This design comes from an exercise in tuning for small area on the open sky130 flow, not from production work.
In this exercise RTL edits were held to simulation tests only and were not proved equivalent to the original.
Power figures rest on the tool's default switching activity, not on a simulated workload.

==> build 5 <==
==> flow/design.v (excerpt) <==
module blit_top (
    input  logic        dma_clk,
    input  logic        rst_n,
    input  logic [7:0]  mcu_din,
    input  logic        mcu_clk,
    input  logic        mcu_dir,
    input  logic [31:0] mem_rd_data,
    input  logic        mem_rd_data_valid,
    input  logic        mem_init_calib,
    output logic [7:0]  mcu_dout,
    output logic        mem_cmd,
    output logic        mem_cmd_en,
    output logic [19:0] mem_addr,
    output logic [31:0] mem_wr_data,
    output logic [3:0]  mem_data_mask
);
==> module blit_top, before the edit <==
module blit_top (
    input  logic        dma_clk,
    input  logic        rst_n,
    input  logic [7:0]  mcu_din,
    input  logic        mcu_clk,
    input  logic        mcu_dir,
    input  logic [31:0] mem_rd_data,
    input  logic        mem_rd_data_valid,
    input  logic        mem_init_calib,
    output logic [7:0]  mcu_dout,
    output logic        mem_cmd,
    output logic        mem_cmd_en,
    output logic [19:0] mem_addr,
    output logic [31:0] mem_wr_data,
    output logic [3:0]  mem_data_mask
);
    localparam logic [2:0] S_IDLE  = 3'd0;
    localparam logic [2:0] S_LOAD  = 3'd1;
    localparam logic [2:0] S_FONT  = 3'd2;
    localparam logic [2:0] S_WAIT  = 3'd3;
    localparam logic [2:0] S_BURST = 3'd4;
    localparam logic [2:0] S_DONE  = 3'd5;
    localparam logic [2:0] S_RACK  = 3'd6;
    localparam logic [2:0] S_ROUT  = 3'd7;
    logic [3:0] clk_s;
    logic [2:0] dir_s;
    logic       clk_rise, dir;
    assign clk_rise = clk_s[2] & ~clk_s[3];
    assign dir      = dir_s[2];
    always_ff @(posedge dma_clk or negedge rst_n) begin
        if (!rst_n) begin
            clk_s <= '0;
            dir_s <= '0;
        end else begin
            clk_s <= {clk_s[2:0], mcu_clk};
            dir_s <= {dir_s[1:0], mcu_dir};
        end
    end
    logic [2:0]  state;
    logic [5:0]  cnt;        
    logic        is_read;    
    logic        is_font;    
    logic [15:0] fcolor, bcolor;
    logic        col_set;    
    logic [19:0] addr;
    logic [7:0]  wmask;
    logic [7:0][7:0] lane [4];     
    logic byte_in, fall, issue, step, last_beat;
    logic ld_data, cap, wr_shift, rd_shift;
    assign byte_in   = (state == S_LOAD) & clk_rise & dir;
    assign fall      = (state == S_LOAD) & ~dir;
    assign issue     = (state == S_WAIT) & mem_init_calib & ~mem_rd_data_valid;
    assign step      = (state == S_BURST) & (~is_read | mem_rd_data_valid);
    assign last_beat = step & (cnt[2:0] == 3'd7);
    assign ld_data   = byte_in & (cnt >= 6'd4) & (cnt < 6'd36);
    assign cap       = (state == S_BURST) & is_read & mem_rd_data_valid;
    assign wr_shift  = (state == S_BURST) & ~is_read & ~is_font;
    assign rd_shift  = (state == S_ROUT) & clk_rise & (cnt[1:0] == 2'd3);
    always_ff @(posedge dma_clk or negedge rst_n) begin
        if (!rst_n) begin
            state      <= S_IDLE;
            cnt        <= '0;
            is_read    <= 1'b0;
            is_font    <= 1'b0;
            mem_cmd_en <= 1'b0;
            col_set    <= 1'b0;
        end else begin
            mem_cmd_en <= issue;
            case (state)
                S_IDLE: begin
                    cnt <= '0;
                    if (dir) state <= S_LOAD;
                end
                S_LOAD: begin
                    if (byte_in && cnt != 6'd38) cnt <= cnt + 6'd1;
                    if (fall) begin
                        state   <= S_IDLE;
                        cnt     <= '0;
                        is_read <= (cnt == 6'd4);
                        is_font <= (cnt == 6'd6);
                        case (cnt)
                            6'd37, 6'd4: state <= S_WAIT;
                            6'd6:        state <= S_FONT;
                            6'd8: begin
                                col_set <= 1'b1;
                            end
                            default: ;
                        endcase
                    end
                end
                S_FONT: begin
                    cnt <= cnt + 6'd1;
                    if (cnt == 6'd9) state <= S_WAIT;
                end
                S_WAIT: begin
                    cnt <= '0;
                    if (issue) state <= S_BURST;
                end
                S_BURST: begin
                    if (step) cnt <= cnt + 6'd1;
                    if (last_beat) state <= S_DONE;
                end
                S_DONE: begin
                    cnt   <= '0;
                    state <= is_read ? S_RACK : S_IDLE;
                end
                S_RACK: begin
                    if (clk_rise) state <= S_ROUT;
                end
                S_ROUT: begin
                    if (clk_rise) begin
                        cnt <= cnt + 6'd1;
                        if (cnt == 6'd31) state <= S_IDLE;
                    end
                end
                default: state <= S_IDLE;
            endcase
        end
    end
    always_ff @(posedge dma_clk) begin
        if (byte_in && cnt == 6'd0) addr[7:0]   <= mcu_din;
        if (byte_in && cnt == 6'd1) addr[15:8]  <= mcu_din;
        if (byte_in && cnt == 6'd2) addr[19:16] <= mcu_din[3:0];
        if (byte_in && (cnt == 6'd5 || cnt >= 6'd36)) wmask <= mcu_din;
        if (fall && cnt == 6'd8) begin
            fcolor <= {lane[1][7], lane[0][7]};
            bcolor <= {lane[3][7], lane[2][7]};
        end
        for (int j = 0; j < 4; j++) begin
            if (cap || wr_shift || rd_shift || (ld_data && cnt[1:0] == 2'(j))) begin
                for (int s = 0; s < 7; s++) lane[j][s] <= lane[j][s+1];
                lane[j][7] <= cap ? mem_rd_data[8*j +: 8] : mcu_din;
            end
        end
    end
    logic [1:0]  gbits;
    logic [31:0] head;
    always_comb begin
        case (cnt[1:0])
            2'd0: gbits = lane[0][7][7:6];
            2'd1: gbits = lane[0][7][5:4];
            2'd2: gbits = lane[0][7][3:2];
            default: gbits = lane[0][7][1:0];
        endcase
    end
    assign head  = {lane[3][0], lane[2][0], lane[1][0], lane[0][0]};
    assign mem_cmd       = ~is_read;
    assign mem_addr      = addr;
    logic [1:0] pf, pb, p1;
    assign pf = {2{is_font & col_set}} & gbits;
    assign pb = {2{is_font & col_set}} & ~gbits;
    assign p1 = {2{is_font & ~col_set}} & gbits;    
    assign mem_wr_data   = ({32{~is_font}} & head)
                         | {{16{pf[0]}} & fcolor | {16{pb[0]}} & bcolor | {16{p1[0]}},
                            {16{pf[1]}} & fcolor | {16{pb[1]}} & bcolor | {16{p1[1]}}};
    assign mem_data_mask = wmask[cnt[2:0]] ? 4'h0 : 4'hf;
    logic [7:0] rd_byte;
    always_comb begin
        case (cnt[1:0])
            2'd0: rd_byte = lane[0][0];
            2'd1: rd_byte = lane[1][0];
            2'd2: rd_byte = lane[2][0];
            default: rd_byte = lane[3][0];
        endcase
    end
    assign mcu_dout      = (state == S_ROUT) ? rd_byte
                                             : {6'b0, state == S_RACK,
                                                state == S_LOAD || state == S_FONT ||
                                                state == S_WAIT || state == S_BURST ||
                                                state == S_DONE};
endmodule
Settings: LEC_CHECK=0, CAP_MARGIN=20, CORE_MARGIN=2, CORE_UTILIZATION=40, PLACE_DENSITY=0.6, SLEW_MARGIN=20; clock period 6.0 ns.
standard.sh (not shown) runs the stock make flow with config.mk's settings and CLKGATE_MAP_FILE= SYNTH_SCRIPT=/design/flow/synth_recipe.tcl, a recipe that flattens the netlist after the stock synthesis.
==> flow/flow/run.sh <==
#!/bin/bash
# The standard layout (standard.sh, which also runs the standard synthesis),
# with two changes: ports are buffered with buf_1 instead of the default
# buffer, and CTS builds its tree from clkbuf_8/16 in clusters of up to 30 sinks without dummy loads.
# Each ORFS step's make output goes to its own log here; ORFS keeps each
# tool's full log under orfs/logs/.
set -uo pipefail
ARGS=(
  'BUFFER_PORTS_ARGS=-buffer_cell sky130_fd_sc_hd__buf_1'
  'CTS_ARGS=-sink_clustering_enable -repair_clock_nets -dont_use_dummy_load -buf_list {sky130_fd_sc_hd__clkbuf_8 sky130_fd_sc_hd__clkbuf_16} -sink_clustering_size 30 -sink_clustering_max_diameter 80'
)
for step in synth floorplan place cts route finish; do
  if ! bash standard.sh "${ARGS[@]}" "$step" > "make_$step.log" 2>&1; then
    tail -n 40 "make_$step.log"
    exit 1
  fi
done
ls -l out/final.def
==> build 50 (differences from build 5) <==
--- a/flow/design.v
+++ b/flow/design.v
@@ -73,5 +73,4 @@
     logic        is_font;    
     logic [15:0] fcolor, bcolor;
-    logic        col_set;    
     logic [19:0] addr;
     logic [7:0]  wmask;
@@ -95,5 +94,6 @@
             is_font    <= 1'b0;
             mem_cmd_en <= 1'b0;
-            col_set    <= 1'b0;
+            fcolor     <= 16'hffff;
+            bcolor     <= 16'h0000;
         end else begin
             mem_cmd_en <= issue;
@@ -114,5 +114,6 @@
                             6'd6:        state <= S_FONT;
                             6'd8: begin
-                                col_set <= 1'b1;
+                                fcolor <= {lane[1][7], lane[0][7]};
+                                bcolor <= {lane[3][7], lane[2][7]};
                             end
                             default: ;
@@ -154,8 +155,4 @@
         if (byte_in && cnt == 6'd2) addr[19:16] <= mcu_din[3:0];
         if (byte_in && (cnt == 6'd5 || cnt >= 6'd36)) wmask <= mcu_din;
-        if (fall && cnt == 6'd8) begin
-            fcolor <= {lane[1][7], lane[0][7]};
-            bcolor <= {lane[3][7], lane[2][7]};
-        end
         for (int j = 0; j < 4; j++) begin
             if (cap || wr_shift || rd_shift || (ld_data && cnt[1:0] == 2'(j))) begin
@@ -178,11 +175,6 @@
     assign mem_cmd       = ~is_read;
     assign mem_addr      = addr;
-    logic [1:0] pf, pb, p1;
-    assign pf = {2{is_font & col_set}} & gbits;
-    assign pb = {2{is_font & col_set}} & ~gbits;
-    assign p1 = {2{is_font & ~col_set}} & gbits;    
-    assign mem_wr_data   = ({32{~is_font}} & head)
-                         | {{16{pf[0]}} & fcolor | {16{pb[0]}} & bcolor | {16{p1[0]}},
-                            {16{pf[1]}} & fcolor | {16{pb[1]}} & bcolor | {16{p1[1]}}};
+    assign mem_wr_data   = is_font ? {gbits[0] ? fcolor : bcolor, gbits[1] ? fcolor : bcolor}
+                                   : head;
     assign mem_data_mask = wmask[cnt[2:0]] ? 4'h0 : 4'hf;
     logic [7:0] rd_byte;
==> flow/run.sh (new file) <==
#!/bin/bash
# synth_recipe.tcl (not shown) runs the flow's synth.tcl, then flattens the netlist and writes it again
# the make line also repeats each setting of config.mk as NAME=value (left out here)
make -C /OpenROAD-flow-scripts/flow DESIGN_CONFIG=/design/flow/config.mk WORK_HOME=/design/flow/orfs CLKGATE_MAP_FILE= SYNTH_SCRIPT=/design/flow/synth_recipe.tcl finish
Settings changed: CTS_BUF_LIST set to sky130_fd_sc_hd__clkbuf_4.
removed: flow/flow/run.sh
removed: flow/standard.sh
==> build 4 (differences from build 5) <==
--- a/flow/design.v
+++ b/flow/design.v
@@ -77,12 +77,17 @@
     logic [7:0]  wmask;
     logic [7:0][7:0] lane [4];     
-    logic byte_in, fall, issue, step, last_beat;
+    logic byte_in, fall, issue, step;
     logic ld_data, cap, wr_shift, rd_shift;
+    logic c_sat, c_wr, c_rd, c_font, c_col;
+    assign c_sat  = cnt[5] & cnt[2] & cnt[1];                  
+    assign c_wr   = cnt[5] & cnt[2] & ~cnt[1] & cnt[0];        
+    assign c_rd   = cnt == 6'd4;
+    assign c_font = cnt == 6'd6;
+    assign c_col  = cnt == 6'd8;
     assign byte_in   = (state == S_LOAD) & clk_rise & dir;
     assign fall      = (state == S_LOAD) & ~dir;
     assign issue     = (state == S_WAIT) & mem_init_calib & ~mem_rd_data_valid;
     assign step      = (state == S_BURST) & (~is_read | mem_rd_data_valid);
-    assign last_beat = step & (cnt[2:0] == 3'd7);
-    assign ld_data   = byte_in & (cnt >= 6'd4) & (cnt < 6'd36);
+    assign ld_data   = byte_in & (cnt[5] ? ~cnt[2] : (cnt[4] | cnt[3] | cnt[2]));
     assign cap       = (state == S_BURST) & is_read & mem_rd_data_valid;
     assign wr_shift  = (state == S_BURST) & ~is_read & ~is_font;
@@ -98,51 +103,25 @@
         end else begin
             mem_cmd_en <= issue;
+            if ((state == S_IDLE) || (state == S_WAIT) || (state == S_DONE) || fall) begin
+                cnt <= '0;
+            end else if ((byte_in && !c_sat) || (state == S_FONT) || step ||
+                         ((state == S_ROUT) && clk_rise)) begin
+                cnt <= cnt + 6'd1;
+            end
+            if (fall) begin
+                is_read <= c_rd;
+                is_font <= c_font;
+                if (c_col) col_set <= 1'b1;
+            end
             case (state)
-                S_IDLE: begin
-                    cnt <= '0;
-                    if (dir) state <= S_LOAD;
-                end
-                S_LOAD: begin
-                    if (byte_in && cnt != 6'd38) cnt <= cnt + 6'd1;
-                    if (fall) begin
-                        state   <= S_IDLE;
-                        cnt     <= '0;
-                        is_read <= (cnt == 6'd4);
-                        is_font <= (cnt == 6'd6);
-                        case (cnt)
-                            6'd37, 6'd4: state <= S_WAIT;
-                            6'd6:        state <= S_FONT;
-                            6'd8: begin
-                                col_set <= 1'b1;
-                            end
-                            default: ;
-                        endcase
-                    end
-                end
-                S_FONT: begin
-                    cnt <= cnt + 6'd1;
-                    if (cnt == 6'd9) state <= S_WAIT;
-                end
-                S_WAIT: begin
-                    cnt <= '0;
-                    if (issue) state <= S_BURST;
-                end
-                S_BURST: begin
-                    if (step) cnt <= cnt + 6'd1;
-                    if (last_beat) state <= S_DONE;
-                end
-                S_DONE: begin
-                    cnt   <= '0;
-                    state <= is_read ? S_RACK : S_IDLE;
-                end
-                S_RACK: begin
-                    if (clk_rise) state <= S_ROUT;
-                end
-                S_ROUT: begin
-                    if (clk_rise) begin
-                        cnt <= cnt + 6'd1;
-                        if (cnt == 6'd31) state <= S_IDLE;
-                    end
-                end
+                S_IDLE:  if (dir) state <= S_LOAD;
+                S_LOAD:  if (fall) state <= (c_wr || c_rd) ? S_WAIT :
+                                            c_font          ? S_FONT : S_IDLE;
+                S_FONT:  if (cnt[3] && cnt[0]) state <= S_WAIT;             
+                S_WAIT:  if (issue) state <= S_BURST;
+                S_BURST: if (step && cnt[2:0] == 3'd7) state <= S_DONE;
+                S_DONE:  state <= is_read ? S_RACK : S_IDLE;
+                S_RACK:  if (clk_rise) state <= S_ROUT;
+                S_ROUT:  if (clk_rise && cnt[4:0] == 5'd31) state <= S_IDLE;
                 default: state <= S_IDLE;
             endcase
@@ -153,6 +132,6 @@
         if (byte_in && cnt == 6'd1) addr[15:8]  <= mcu_din;
         if (byte_in && cnt == 6'd2) addr[19:16] <= mcu_din[3:0];
-        if (byte_in && (cnt == 6'd5 || cnt >= 6'd36)) wmask <= mcu_din;
-        if (fall && cnt == 6'd8) begin
+        if (byte_in && (cnt == 6'd5 || (cnt[5] && cnt[2]))) wmask <= mcu_din;
+        if (fall && c_col) begin
             fcolor <= {lane[1][7], lane[0][7]};
             bcolor <= {lane[3][7], lane[2][7]};
==> flow/flow/run.sh (replaced) <==
#!/bin/bash
# The standard layout (standard.sh) with these changes:
# - synthesis is the standard one (the standard flow's synthesis script, sourced
#   unchanged), except that the combinational mapping call to abc uses
#   flow/abc_area_map.script, an area-oriented mapping; abc does not touch
#   the registers;
# - ports are buffered with buf_1 instead of the default buffer;
# - CTS builds its tree from clkbuf_8/16 in clusters of up to 30 sinks,
#   without dummy loads.
# Each step's make output goes to make_<step>.log here; ORFS keeps each
# tool's full log under orfs/logs/.
set -uo pipefail
W=$(pwd)
# the synthesis script standard.sh would use
STD_SYNTH=$(grep -o 'SYNTH_SCRIPT=[^ ]*' standard.sh | head -n 1 | cut -d= -f2)
cat > "$W/area_synth.tcl" <<EOF
proc abc {args} {
  set i [lsearch -exact \$args -script]
  if {\$i >= 0} { lset args [expr {\$i + 1}] $W/flow/abc_area_map.script }
  yosys abc {*}\$args
}
source $STD_SYNTH
EOF
ARGS=(
  "SYNTH_SCRIPT=$W/area_synth.tcl"
  'BUFFER_PORTS_ARGS=-buffer_cell sky130_fd_sc_hd__buf_1'
  'CTS_ARGS=-sink_clustering_enable -repair_clock_nets -dont_use_dummy_load -buf_list {sky130_fd_sc_hd__clkbuf_8 sky130_fd_sc_hd__clkbuf_16} -sink_clustering_size 30 -sink_clustering_max_diameter 80'
)
for step in synth floorplan place cts route finish; do
  if ! bash standard.sh "${ARGS[@]}" "$step" > "make_$step.log" 2>&1; then
    tail -n 40 "make_$step.log"
    exit 1
  fi
done
ls -l out/final.def
==> flow/flow/abc_area_map.script (new file) <==
strash
&get -n
&dch
&put
map -a
==> run notes <==
| metric | build 4 | build 50 | build 5 |
|---|---|---|---|
| Outcome | no timing/DRC/antenna violations | no timing/DRC/antenna violations | no timing/DRC/antenna violations |
| Internal cell power | 0.004444 W | 0.003862 W | 0.003141 W |
| Metal1 wirelength | 11320 µm | 11660 µm | 11690 µm |
| Slack of the worst reg-to-reg path | 3.14 ns | 2.45 ns | 2.69 ns |
| Worst-path maximum fanout | 16 | 15 | 22 |
| Fmax | 211.8 MHz | 190.7 MHz | 203.3 MHz |
| Adder-Cell Fraction of Synth Area | 0.007418 | 0.006072 | 0.006137 |
| Number of buffers and inverters on the critical path | 2 | 3 | 3 |
| Fin worst setup slack | 1.278 ns | 0.7570 ns | 1.080 ns |
| Met1 track utilization from global routing | 0.2338 | 0.2218 | 0.2371 |
| Power share of the combinational group | 0.177 | 0.089 | 0.083 |
| Wirelength, routed | 25300 µm | 25820 µm | 24480 µm |
| Peak VDD IR | 0.0002893 V | 0.0001367 V | 0.0002049 V |
| Mapped Nets | 748 | 736 | 766 |
| Detailed route wirelength on metal3 | 1404 µm | 1679 µm | 1875 µm |
| Clock sink total | 336 | 335 | 336 |
| EDFF count, synth | 316 | 284 | 316 |
| Multiplexer fraction of the synthesized cell area | 0.0008477 | 0.07104 | 0.03396 |
| Hold Path Origin | dir_s[1] | dir_s[1] | clk_s[1] |
| Number of vias per cell | 5.141 | 4.964 | 5.157 |
| Number of DRC violations after detailed-routing iteration 0 | 770 | 494 | 671 |
| Share of the synthesized area in compound gates (AO/OA/AOI/OAI) | 0.06941 | 0.06527 | 0.06004 |

## separate check: timing with driven ports
The flow's constraints put no driver on any port. The routed layouts listed below were extracted and timed again, unchanged, in two steps. Step 1, drivers: a clkbuf_16 drives dma_clk and a buf_2 each remaining input, both assumed. Step 2 adds t to the input delays and takes it off the output delays; t is the mean of the earliest and latest rising clock arrival at the registers after step 1. Input paths then give back, and output paths get back, about the clock's delay inside the block. Three values: ideal, step 1, step 2; two values: the first two.
| run | shift t [ns] | slack for setup (ns) | clock arrival spread, ns | slew at the worst register clock pin (ns) | worst slew at a driven data input, ns |
|---|---|---|---|---|---|
| build 5 | 0.534 | 1.080 / 1.031 / 1.566 | 0.049 / 0.049 | 0.11 / 0.11 | 0.06 |
| build 50 | 0.700 | 0.757 / 0.714 / 1.414 | 0.052 / 0.052 | 0.07 / 0.07 | 0.04 |
| build 4 | 0.527 | 1.278 / 1.233 / 1.760 | 0.041 / 0.042 | 0.11 / 0.11 | 0.07 |
After both steps every run listed still meets setup and hold.
